Source: an optimization exercise on an open RTL-to-GDS flow (aim: small area, a short achievable clock period and few clock cycles per item). Production flows keep margins and buffers that such runs may drop.
The RTL was checked by simulation tests, not by an equivalence proof against the original design.
Power and IR drop assume default switching activity.

--- design/flow/design.v ---
`timescale 1ns / 1ps
package prrts_pkg;
    localparam int MAX_TASKS = 16;
    localparam int IDX_W     = (MAX_TASKS > 1) ? $clog2(MAX_TASKS) : 1;
    localparam int CNT_W     = $clog2(MAX_TASKS + 1);
    localparam logic [7:0] IDLE_PRIO = 8'd255;
    typedef enum logic [2:0] {
        FN_CREATE = 3'd0,
        FN_TICK   = 3'd1,
        FN_DELAY  = 3'd2,
        FN_SWITCH = 3'd3,
        FN_START  = 3'd4
    } func_t;
    typedef enum logic [1:0] {
        RES_OK       = 2'd0,
        RES_FULL     = 2'd1,
        RES_NO_TASKS = 2'd2,
        RES_IGNORED  = 2'd3
    } status_t;
    localparam logic [1:0] RS_READY   = 2'd0;
    localparam logic [1:0] RS_RUNNING = 2'd1;
    localparam logic [1:0] RS_BLOCKED = 2'd2;
    typedef enum logic [2:0] {
        OP_NONE,
        OP_CREATE,
        OP_TICK,
        OP_DELAY,
        OP_DEMOTE,
        OP_RUN
    } cell_op_t;
    typedef enum logic [1:0] {
        S_IDLE,
        S_EXEC,
        S_SCAN,
        S_FINISH
    } state_t;
    typedef struct packed {
        cell_op_t          op;
        logic [IDX_W-1:0]  target;
        logic [7:0]        prio;
        logic [31:0]       sp;
        logic [31:0]       ticks;
        logic [IDX_W-1:0]  cur;
        logic [CNT_W-1:0]  count;
    } cell_cmd_t;
    typedef struct packed {
        logic              found;
        logic [7:0]        prio;
        logic [CNT_W-1:0]  gap;
        logic [IDX_W-1:0]  idx;
        logic [31:0]       sp;
    } cand_t;
    localparam int CAND_W = 1 + 8 + CNT_W + IDX_W + 32;
endpackage
`timescale 1ns / 1ps
module prrts_cell (
    input  logic                            clk,
    input  logic [prrts_pkg::IDX_W-1:0]     cell_idx,
    input  prrts_pkg::cell_cmd_t            cmd,
    input  prrts_pkg::cand_t                cand_in,
    output prrts_pkg::cand_t                cand_out
);
    logic [1:0]  run_state_reg, run_state_next;
    logic [7:0]  prio_reg, prio_next;
    logic [31:0] ticks_reg, ticks_next;
    logic [31:0] sp_reg, sp_next;
    prrts_pkg::cand_t cand_reg, cand_next;
    logic                        hit;
    logic                        in_table;
    logic                        eligible;
    logic                        take;
    logic [prrts_pkg::CNT_W-1:0] idx_ext;
    logic [prrts_pkg::CNT_W-1:0] cur_ext;
    logic [prrts_pkg::CNT_W-1:0] gap;
    always_comb
    begin
        hit            = (cmd.target == cell_idx);
        idx_ext        = prrts_pkg::CNT_W'(cell_idx);
        in_table       = (idx_ext < cmd.count);
        run_state_next = run_state_reg;
        prio_next      = prio_reg;
        ticks_next     = ticks_reg;
        sp_next        = sp_reg;
        unique case (cmd.op)
            prrts_pkg::OP_CREATE:
            begin
                if (hit)
                begin
                    run_state_next = prrts_pkg::RS_READY;
                    prio_next      = cmd.prio;
                    ticks_next     = '0;
                    sp_next        = cmd.sp;
                end
            end
            prrts_pkg::OP_TICK:
            begin
                if ((cell_idx != '0) && in_table &&
                    (run_state_reg == prrts_pkg::RS_BLOCKED) && (ticks_reg != '0))
                begin
                    ticks_next = ticks_reg - 32'd1;
                    if (ticks_reg == 32'd1)
                    begin
                        run_state_next = prrts_pkg::RS_READY;
                    end
                end
            end
            prrts_pkg::OP_DELAY:
            begin
                if (hit)
                begin
                    ticks_next     = cmd.ticks;
                    run_state_next = prrts_pkg::RS_BLOCKED;
                end
            end
            prrts_pkg::OP_DEMOTE:
            begin
                if (hit)
                begin
                    sp_next = cmd.sp;
                    if (run_state_reg == prrts_pkg::RS_RUNNING)
                    begin
                        run_state_next = prrts_pkg::RS_READY;
                    end
                end
            end
            prrts_pkg::OP_RUN:
            begin
                if (hit)
                begin
                    run_state_next = prrts_pkg::RS_RUNNING;
                end
            end
            default:
            begin
            end
        endcase
    end
    always_comb
    begin
        cur_ext = prrts_pkg::CNT_W'(cmd.cur);
        if (idx_ext > cur_ext)
        begin
            gap = idx_ext - cur_ext - prrts_pkg::CNT_W'(1);
        end
        else
        begin
            gap = idx_ext + cmd.count - cur_ext - prrts_pkg::CNT_W'(1);
        end
        eligible = in_table && (prio_reg != prrts_pkg::IDLE_PRIO) &&
                   ((run_state_reg == prrts_pkg::RS_READY) ||
                    (run_state_reg == prrts_pkg::RS_RUNNING));
        take = eligible && (!cand_in.found || (prio_reg < cand_in.prio) ||
                            ((prio_reg == cand_in.prio) && (gap < cand_in.gap)));
        cand_next = cand_in;
        if (take)
        begin
            cand_next.found = 1'b1;
            cand_next.prio  = prio_reg;
            cand_next.gap   = gap;
            cand_next.idx   = cell_idx;
            cand_next.sp    = sp_reg;
        end
        else if (!cand_in.found && (cell_idx == '0))
        begin
            cand_next.sp = sp_reg;
        end
    end
    always_ff @(posedge clk)
    begin
        run_state_reg <= run_state_next;
        prio_reg      <= prio_next;
        ticks_reg     <= ticks_next;
        sp_reg        <= sp_next;
        cand_reg      <= cand_next;
    end
    assign cand_out = cand_reg;
endmodule
`timescale 1ns / 1ps
module prrts_ctrl (
    input  logic                         clk,
    input  logic                         rst_n,
    input  logic                         in_valid,
    output logic                         in_ready,
    input  logic [2:0]                   func,
    input  logic [7:0]                   priority_req,
    input  logic [31:0]                  stack_pointer,
    input  logic [31:0]                  delay_ticks,
    output logic                         out_valid,
    input  logic                         out_ready,
    output logic [1:0]                   status,
    output logic [3:0]                   task_index,
    output logic [31:0]                  task_sp,
    output logic                         switch_request,
    output prrts_pkg::cell_cmd_t         cmd,
    input  prrts_pkg::cand_t             cand
);
    prrts_pkg::state_t  state_reg, state_next;
    prrts_pkg::func_t   func_reg, func_next;
    logic [7:0]         prio_reg, prio_next;
    logic [31:0]        sp_reg, sp_next;
    logic [31:0]        dly_reg, dly_next;
    logic [prrts_pkg::CNT_W-1:0] count_reg, count_next;
    logic [prrts_pkg::IDX_W-1:0] cur_reg, cur_next;
    logic               cur_valid_reg, cur_valid_next;
    logic               running_reg, running_next;
    logic [prrts_pkg::IDX_W-1:0] scan_cnt_reg, scan_cnt_next;
    logic               out_valid_reg, out_valid_next;
    prrts_pkg::status_t status_reg, status_next;
    logic [3:0]         index_reg, index_next;
    logic [31:0]        tsp_reg, tsp_next;
    logic               req_reg, req_next;
    logic               out_free;
    logic               load_out;
    assign out_free = !out_valid_reg || out_ready;
    always_comb
    begin
        state_next = state_reg;
        unique case (state_reg)
            prrts_pkg::S_IDLE:
            begin
                if (in_valid)
                begin
                    state_next = prrts_pkg::S_EXEC;
                end
            end
            prrts_pkg::S_EXEC:
            begin
                if ((func_reg == prrts_pkg::FN_SWITCH) && (count_reg != '0))
                begin
                    state_next = prrts_pkg::S_SCAN;
                end
                else if (out_free)
                begin
                    state_next = prrts_pkg::S_IDLE;
                end
            end
            prrts_pkg::S_SCAN:
            begin
                if (scan_cnt_reg == '0)
                begin
                    state_next = prrts_pkg::S_FINISH;
                end
            end
            prrts_pkg::S_FINISH:
            begin
                if (out_free)
                begin
                    state_next = prrts_pkg::S_IDLE;
                end
            end
        endcase
    end
    always_comb
    begin
        in_ready       = (state_reg == prrts_pkg::S_IDLE);
        func_next      = func_reg;
        prio_next      = prio_reg;
        sp_next        = sp_reg;
        dly_next       = dly_reg;
        count_next     = count_reg;
        cur_next       = cur_reg;
        cur_valid_next = cur_valid_reg;
        running_next   = running_reg;
        scan_cnt_next  = scan_cnt_reg;
        load_out       = 1'b0;
        status_next    = status_reg;
        index_next     = index_reg;
        tsp_next       = tsp_reg;
        req_next       = req_reg;
        cmd        = '0;
        cmd.op     = prrts_pkg::OP_NONE;
        cmd.cur    = cur_reg;
        cmd.count  = count_reg;
        unique case (state_reg)
            prrts_pkg::S_IDLE:
            begin
                if (in_valid)
                begin
                    func_next = prrts_pkg::func_t'(func);
                    prio_next = priority_req;
                    sp_next   = stack_pointer;
                    dly_next  = delay_ticks;
                end
            end
            prrts_pkg::S_EXEC:
            begin
                status_next = prrts_pkg::RES_OK;
                index_next  = '0;
                tsp_next    = '0;
                req_next    = 1'b0;
                unique case (func_reg)
                    prrts_pkg::FN_CREATE:
                    begin
                        load_out = out_free;
                        if (count_reg >= prrts_pkg::CNT_W'(prrts_pkg::MAX_TASKS))
                        begin
                            status_next = prrts_pkg::RES_FULL;
                        end
                        else
                        begin
                            index_next = 4'(count_reg[prrts_pkg::IDX_W-1:0]);
                            if (out_free)
                            begin
                                cmd.op     = prrts_pkg::OP_CREATE;
                                cmd.target = count_reg[prrts_pkg::IDX_W-1:0];
                                cmd.prio   = prio_reg;
                                cmd.sp     = sp_reg;
                                count_next = count_reg + prrts_pkg::CNT_W'(1);
                            end
                        end
                    end
                    prrts_pkg::FN_TICK:
                    begin
                        load_out = out_free;
                        if (out_free)
                        begin
                            cmd.op = prrts_pkg::OP_TICK;
                        end
                    end
                    prrts_pkg::FN_DELAY:
                    begin
                        load_out = out_free;
                        if (cur_valid_reg && (dly_reg != '0))
                        begin
                            req_next = running_reg;
                            if (out_free)
                            begin
                                cmd.op     = prrts_pkg::OP_DELAY;
                                cmd.target = cur_reg;
                                cmd.ticks  = dly_reg;
                            end
                        end
                        else
                        begin
                            status_next = prrts_pkg::RES_IGNORED;
                        end
                    end
                    prrts_pkg::FN_SWITCH:
                    begin
                        if (count_reg == '0)
                        begin
                            load_out    = out_free;
                            status_next = prrts_pkg::RES_NO_TASKS;
                        end
                        else
                        begin
                            if (cur_valid_reg)
                            begin
                                cmd.op     = prrts_pkg::OP_DEMOTE;
                                cmd.target = cur_reg;
                                cmd.sp     = sp_reg;
                            end
                            scan_cnt_next = prrts_pkg::IDX_W'(prrts_pkg::MAX_TASKS - 1);
                        end
                    end
                    prrts_pkg::FN_START:
                    begin
                        load_out = out_free;
                        if (count_reg == '0)
                        begin
                            status_next = prrts_pkg::RES_NO_TASKS;
                        end
                        else
                        begin
                            req_next = 1'b1;
                            if (out_free)
                            begin
                                running_next   = 1'b1;
                                cur_valid_next = 1'b0;
                            end
                        end
                    end
                    default:
                    begin
                        load_out    = out_free;
                        status_next = prrts_pkg::RES_IGNORED;
                    end
                endcase
            end
            prrts_pkg::S_SCAN:
            begin
                scan_cnt_next = scan_cnt_reg - prrts_pkg::IDX_W'(1);
            end
            prrts_pkg::S_FINISH:
            begin
                load_out    = out_free;
                status_next = prrts_pkg::RES_OK;
                index_next  = 4'(cand.idx);
                tsp_next    = cand.sp;
                req_next    = 1'b0;
                if (out_free)
                begin
                    cmd.op         = prrts_pkg::OP_RUN;
                    cmd.target     = cand.idx;
                    cur_next       = cand.idx;
                    cur_valid_next = 1'b1;
                end
            end
        endcase
        if (load_out)
        begin
            out_valid_next = 1'b1;
        end
        else if (out_ready)
        begin
            out_valid_next = 1'b0;
        end
        else
        begin
            out_valid_next = out_valid_reg;
        end
    end
    always_ff @(posedge clk or negedge rst_n)
    begin
        if (!rst_n)
        begin
            state_reg     <= prrts_pkg::S_IDLE;
            count_reg     <= '0;
            cur_reg       <= '0;
            cur_valid_reg <= 1'b0;
            running_reg   <= 1'b0;
            scan_cnt_reg  <= '0;
            out_valid_reg <= 1'b0;
        end
        else
        begin
            state_reg     <= state_next;
            count_reg     <= count_next;
            cur_reg       <= cur_next;
            cur_valid_reg <= cur_valid_next;
            running_reg   <= running_next;
            scan_cnt_reg  <= scan_cnt_next;
            out_valid_reg <= out_valid_next;
        end
    end
    always_ff @(posedge clk)
    begin
        func_reg <= func_next;
        prio_reg <= prio_next;
        sp_reg   <= sp_next;
        dly_reg  <= dly_next;
        if (load_out)
        begin
            status_reg <= status_next;
            index_reg  <= index_next;
            tsp_reg    <= tsp_next;
            req_reg    <= req_next;
        end
    end
    assign out_valid      = out_valid_reg;
    assign status         = status_reg;
    assign task_index     = index_reg;
    assign task_sp        = tsp_reg;
    assign switch_request = req_reg;
endmodule
`timescale 1ns / 1ps
module priority_round_robin_task_scheduler_core (
    input  logic        clk,
    input  logic        rst_n,
    input  logic        in_valid,
    output logic        in_ready,
    input  logic [2:0]  func,
    input  logic [7:0]  priority_req,
    input  logic [31:0] stack_pointer,
    input  logic [31:0] delay_ticks,
    output logic        out_valid,
    input  logic        out_ready,
    output logic [1:0]  status,
    output logic [3:0]  task_index,
    output logic [31:0] task_sp,
    output logic        switch_request
);
    prrts_pkg::cell_cmd_t cmd;
    logic [prrts_pkg::MAX_TASKS:0][prrts_pkg::CAND_W-1:0] cand_chain;
    assign cand_chain[0] = '0;
    for (genvar k = 0; k < prrts_pkg::MAX_TASKS; k++)
    begin : g_cell
        prrts_cell u_cell (
            .clk      (clk),
            .cell_idx (prrts_pkg::IDX_W'(k)),
            .cmd      (cmd),
            .cand_in  (cand_chain[k]),
            .cand_out (cand_chain[k+1])
        );
    end
    prrts_ctrl u_ctrl (
        .clk            (clk),
        .rst_n          (rst_n),
        .in_valid       (in_valid),
        .in_ready       (in_ready),
        .func           (func),
        .priority_req   (priority_req),
        .stack_pointer  (stack_pointer),
        .delay_ticks    (delay_ticks),
        .out_valid      (out_valid),
        .out_ready      (out_ready),
        .status         (status),
        .task_index     (task_index),
        .task_sp        (task_sp),
        .switch_request (switch_request),
        .cmd            (cmd),
        .cand           (cand_chain[prrts_pkg::MAX_TASKS])
    );
endmodule
--- design/flow/run.sh ---
#!/bin/bash
# synth_recipe.tcl (not shown) runs the flow's synth.tcl, then flattens the netlist and writes it again
# the make line also repeats each setting of config.mk as NAME=value (left out here)
make -C /OpenROAD-flow-scripts/flow DESIGN_CONFIG=/design/flow/config.mk WORK_HOME=/design/flow/orfs CLKGATE_MAP_FILE= SYNTH_SCRIPT=/design/flow/synth_recipe.tcl finish
--- design/flow/config.mk ---
export PLATFORM = sky130hd
export DESIGN_NAME = priority_round_robin_task_scheduler_core
export DESIGN_NICKNAME = priority_round_robin_task_scheduler_core
export VERILOG_FILES = /design/flow/design.v
export SDC_FILE = /design/flow/constraint.sdc
export NUM_CORES = 4
export LEC_CHECK = 0
export CAP_MARGIN = 20
export CORE_MARGIN = 2
export CORE_UTILIZATION = 40
export SLEW_MARGIN = 20
--- design/flow/constraint.sdc ---
create_clock -name core_clock -period 10.0 [get_ports {clk}]
set_input_delay 2.0000 -clock core_clock [delete_from_list [all_inputs] [get_ports {clk}]]
set_output_delay 2.0000 -clock core_clock [all_outputs]
set_load 0.01 [all_outputs]
==> key figures <==
Global routing
  • Grt ovf: 0
  • Total GRT Usage: 0.196
  • M1 GR Usage: 0.274
  • GR Layer Usage met3: 0.0329
  • Largest net degree at the start of global routing: slightly below 200
  • Met2 Track Usage GR: 0.308
  • First-pass GRT wire length: 316 mm
  • Initial antenna violation count: 11
  • Busiest grt layer: met2
  • Vias in the first global route: 50,000

Critical path
  • Most used cell, CP: ha_1
  • Setup crit start kind: flip-flop
  • Top fanout value on the critical path: 31
  • CP required: 10,740 ps
  • Delay of the slowest cell on the worst path: 740 ps
  • Setup crit end kind: flip-flop
  • CP max-delay cell: dfrtp_1
  • Worst-path cell chain: inv_1 > ha_1 > inv_1 > ha_1 > a21o_1 > a21oi_1 > xnor2_1 > o21ai_1 > ha_1 > nor3b_1 > nand4_1 > or2_2 > o221ai_1 > o21a_2 > buf_4 > mux2_2
  • Critical path class: flip-flop to flip-flop
  • Worst path arrival time: 6470 ps

Cells and area
  • Final nets: about 7,000
  • Fin cells: approximately 9,500
  • Area Overhead vs Synth: 14.8%
  • Share of layout cells above drive strength 1: 0.181
  • Max FFs per register: 771
  • Final non-filler cell area: between 90,000 and 100,000 µm²
  • # fillers: 18,600
  • Final core utilization: 0.461

CTS
  • Clk root buf: clkbuf_16
  • CTS buffer count: about 210
  • Cts hold-fix bufs: 0
  • Clock slew at reported path FFs: 60 ps
  • CTS tree: built
  • Post-CTS Setup Inserts: 0
  • Max Buffers Root-to-Sink: 3
  • CTS resizes: 0
  • H-Tree Level Count: 4
  • CTS sink count: 2,055
  • Clock Latency Late Sink: 880 ps

Timing
  • Skew final: roughly 60 ps
  • Setup ws final: 4270 ps
  • Maximum clock rate: 175 MHz
  • Min Clock Period, post-route: 5730 ps
  • Number of setup violations in the final report: 0
  • Worst slew pin tran: 1130 ps
  • Fin crit share: 0.573
  • Fin Setup TNS: 0 ps
  • Hold slack: 330 ps
  • Unrepaired setup endpoints after global routing: false
  • Fin. max-slew vios: 0
  • Final hold vios: 0
  • Worst slew margin: 0.241

Flow run
  • Max-Cap Viols: 0

Floorplan
  • Core area: between 200,000 and 250,000 µm²
  • Die span in y: about 460 µm
  • Die ar.: 213,000 µm²
  • Ports: 120
  • Row cnt: approximately 170
  • Die width: 462 µm
  • Initial Utilization: 0.401

Placement
  • Setup WS pre-CTS: 3800 ps
  • Post-DP HPWL: 132 mm
  • Dpl cell area: 88,900 µm²
  • Cells after DPL: 9,123
  • IO buf count: between 100 and 150
  • Global placement routability congestion: 0.937

Routing
  • DR WL/cell: 22.0 µm
  • Post-DRT Antenna Nets: 0
  • # DRC: 0
  • Vias: about 50,000
  • Routed WL: 210 mm
  • Drt via density: 5.27
  • Iter 0 DRT Violations: 4,365
  • Drt first pass iters: 5

Pwr
  • Power Total: between 20 and 30 mW
  • Leak: 33.3 nW
  • Maximum VDD drop: 215 µV
  • P per Cell Area: 274 nW/µm²

Synthesis
  • Syn_nets: 6,672
  • Post-Syn Area: 83,900 µm²
  • Synth Register Bits: 2,055
  • Avg Cell Area, Syn: 13.3 µm²
  • Post-synthesis async set-or-reset flop share: 0.00876
  • EDFF count, synth: around 1,300
  • Share of the yosys chip area belonging to registers: 0.643
  • Mapped Cells: roughly 6,300
  • Synth warn: 2
  • Ys flop type: edfxtp_1
  • Unique masters post-synth: ~100

Hold path
  • Hold Path Class: flip-flop to flip-flop

Run status
  • Status: complete, no violations
-- power by group --
part           switching (mW)  internal [mW]  leakage [nW]
sequential              0.760           10.8          18.2
combinational            3.71           2.98          11.5
clock                    3.34           4.82          3.63
total                    7.82           18.6          33.3
-- Yosys cell counts (all sizes together) (86+ instances only) --
| cell type | instances | area [µm²] |
|---|---|---|
| dfxtp | 771 | 15400 |
| ha | 254 | 3180 |
| or3 | 86 | 543 |
| a21oi | 117 | 601 |
| nand2 | 287 | 1090 |
| and2 | 92 | 576 |
| nor3 | 158 | 816 |
| edfxtp | 1266 | 38000 |
| xnor2 | 316 | 2780 |
| clkbuf | 159 | 597 |
| nor2 | 282 | 1060 |
| o21ai | 603 | 3020 |
| mux2 | 641 | 7220 |
| xor2 | 171 | 1500 |
| inv | 282 | 1060 |
| nor4 | 119 | 825 |
-- layout make-up --
class / instances / area [µm²] / area share
sequential: 2055 / 53900 / 0.560
multi-input combinational: 3759 / 28400 / 0.295
clock buffer: 290 / 6090 / 0.0632
tap: 2805 / 3510 / 0.0364
timing repair buffer: 224 / 2030 / 0.0211
clock inverter: 105 / 1300 / 0.0135
inverter: 282 / 1060 / 0.0110
antenna: 7 / 17.5 / 0.000182
-- critical path: cells and delay by family (launching register included) --
family | cells | cell delay, ps
compound gates | 5 | 1310
buf+inv | 3 | 1160
fa+ha+maj | 3 | 1160
flops | 1 | 740
simple gates | 3 | 610
mux | 1 | 410
xor+xnor | 1 | 140
-- routing by layer --
metal / up-vias / wire, µm
met4: 0 / 6290
met3: 314 / 12100
met5: - / 0
met2: 1265 / 95800
met1: 25100 / 95800
li1: 23400 / -
-- final timing paths --
check,startpoint,endpoint,slack [ps],depth (start not counted)
setup / recovery,u_ctrl.count_reg[2]$_DFFE_PN0P_,g_cell[13].u_cell.cand_reg[21]$_DFF_P_,4270,16
hold / removal,g_cell[0].u_cell.sp_reg[13]$_DFFE_PP_,g_cell[0].u_cell.cand_reg[13]$_DFF_P_,330,0
setup reg to reg,u_ctrl.count_reg[2]$_DFFE_PN0P_,g_cell[13].u_cell.cand_reg[21]$_DFF_P_,4270,16
hold reg to reg,g_cell[0].u_cell.sp_reg[13]$_DFFE_PP_,g_cell[0].u_cell.cand_reg[13]$_DFF_P_,330,0
max in group asynchronous,rst_n,u_ctrl.cur_reg[0]$_DFFE_PN0P_,7640,1
min in group asynchronous,rst_n,u_ctrl.scan_cnt_reg[1]$_DFFE_PN0P_,1700,1
-- cell families (layout without fill, tap and decap cells) --
| kind of cell | count (synthesis) | in the layout | share of synthesized area |
|---|---|---|---|
| compound gates | 911 | 911 | 0.0617 |
| xor+xnor | 487 | 487 | 0.0509 |
| fa+ha+maj | 266 | 266 | 0.0407 |
| buf+inv | 513 | 901 | 0.0241 |
| flops | 2055 | 2055 | 0.643 |
| mux | 665 | 665 | 0.0890 |
| other cells | 0 | 7 | 0 |
| simple gates | 1430 | 1430 | 0.0910 |
-- cells in the final DEF, fill, tap and decap left out, drive strengths merged, types with 46 or more instances in the layout --
cell	instances
edfxtp	1266
dfxtp	771
mux2	641
o21ai	603
xnor2	316
clkbuf	290
inv	288
nand2	287
nor2	282
ha	254
xor2	171
nor3	158
clkdlybuf4s50	119
nor4	119
a21oi	117
buf	105
and2	92
or3	86
clkinv	73
nand3	68
nand4	64
or4	46
Testbench counts, summed over its fixed seeds: cycles 49,679, items 5,719.

==> port drivers added, routing unchanged <==
Ports are ideal in the flow. The routed layout listed here was re-timed in OpenROAD.
Step 1, drivers: a clkbuf_16 drives clk and a buf_2 each remaining input, both assumed.
Step 2 also shifts input and output timing later by t, the mid clock arrival at the registers, as if the neighbouring blocks saw the same clock.
Three values: no drivers, after step 1, after step 2; two values: the first two.
t, ns: 0.927
setup WS [ns]: 4.270 / 4.270 / 3.960
cell pins on the clock port's net: 1
After both steps setup and hold are still met in this run. For this run, drivers alone change the setup slack by 0.000 ns; drivers and shift together by -0.310 ns.
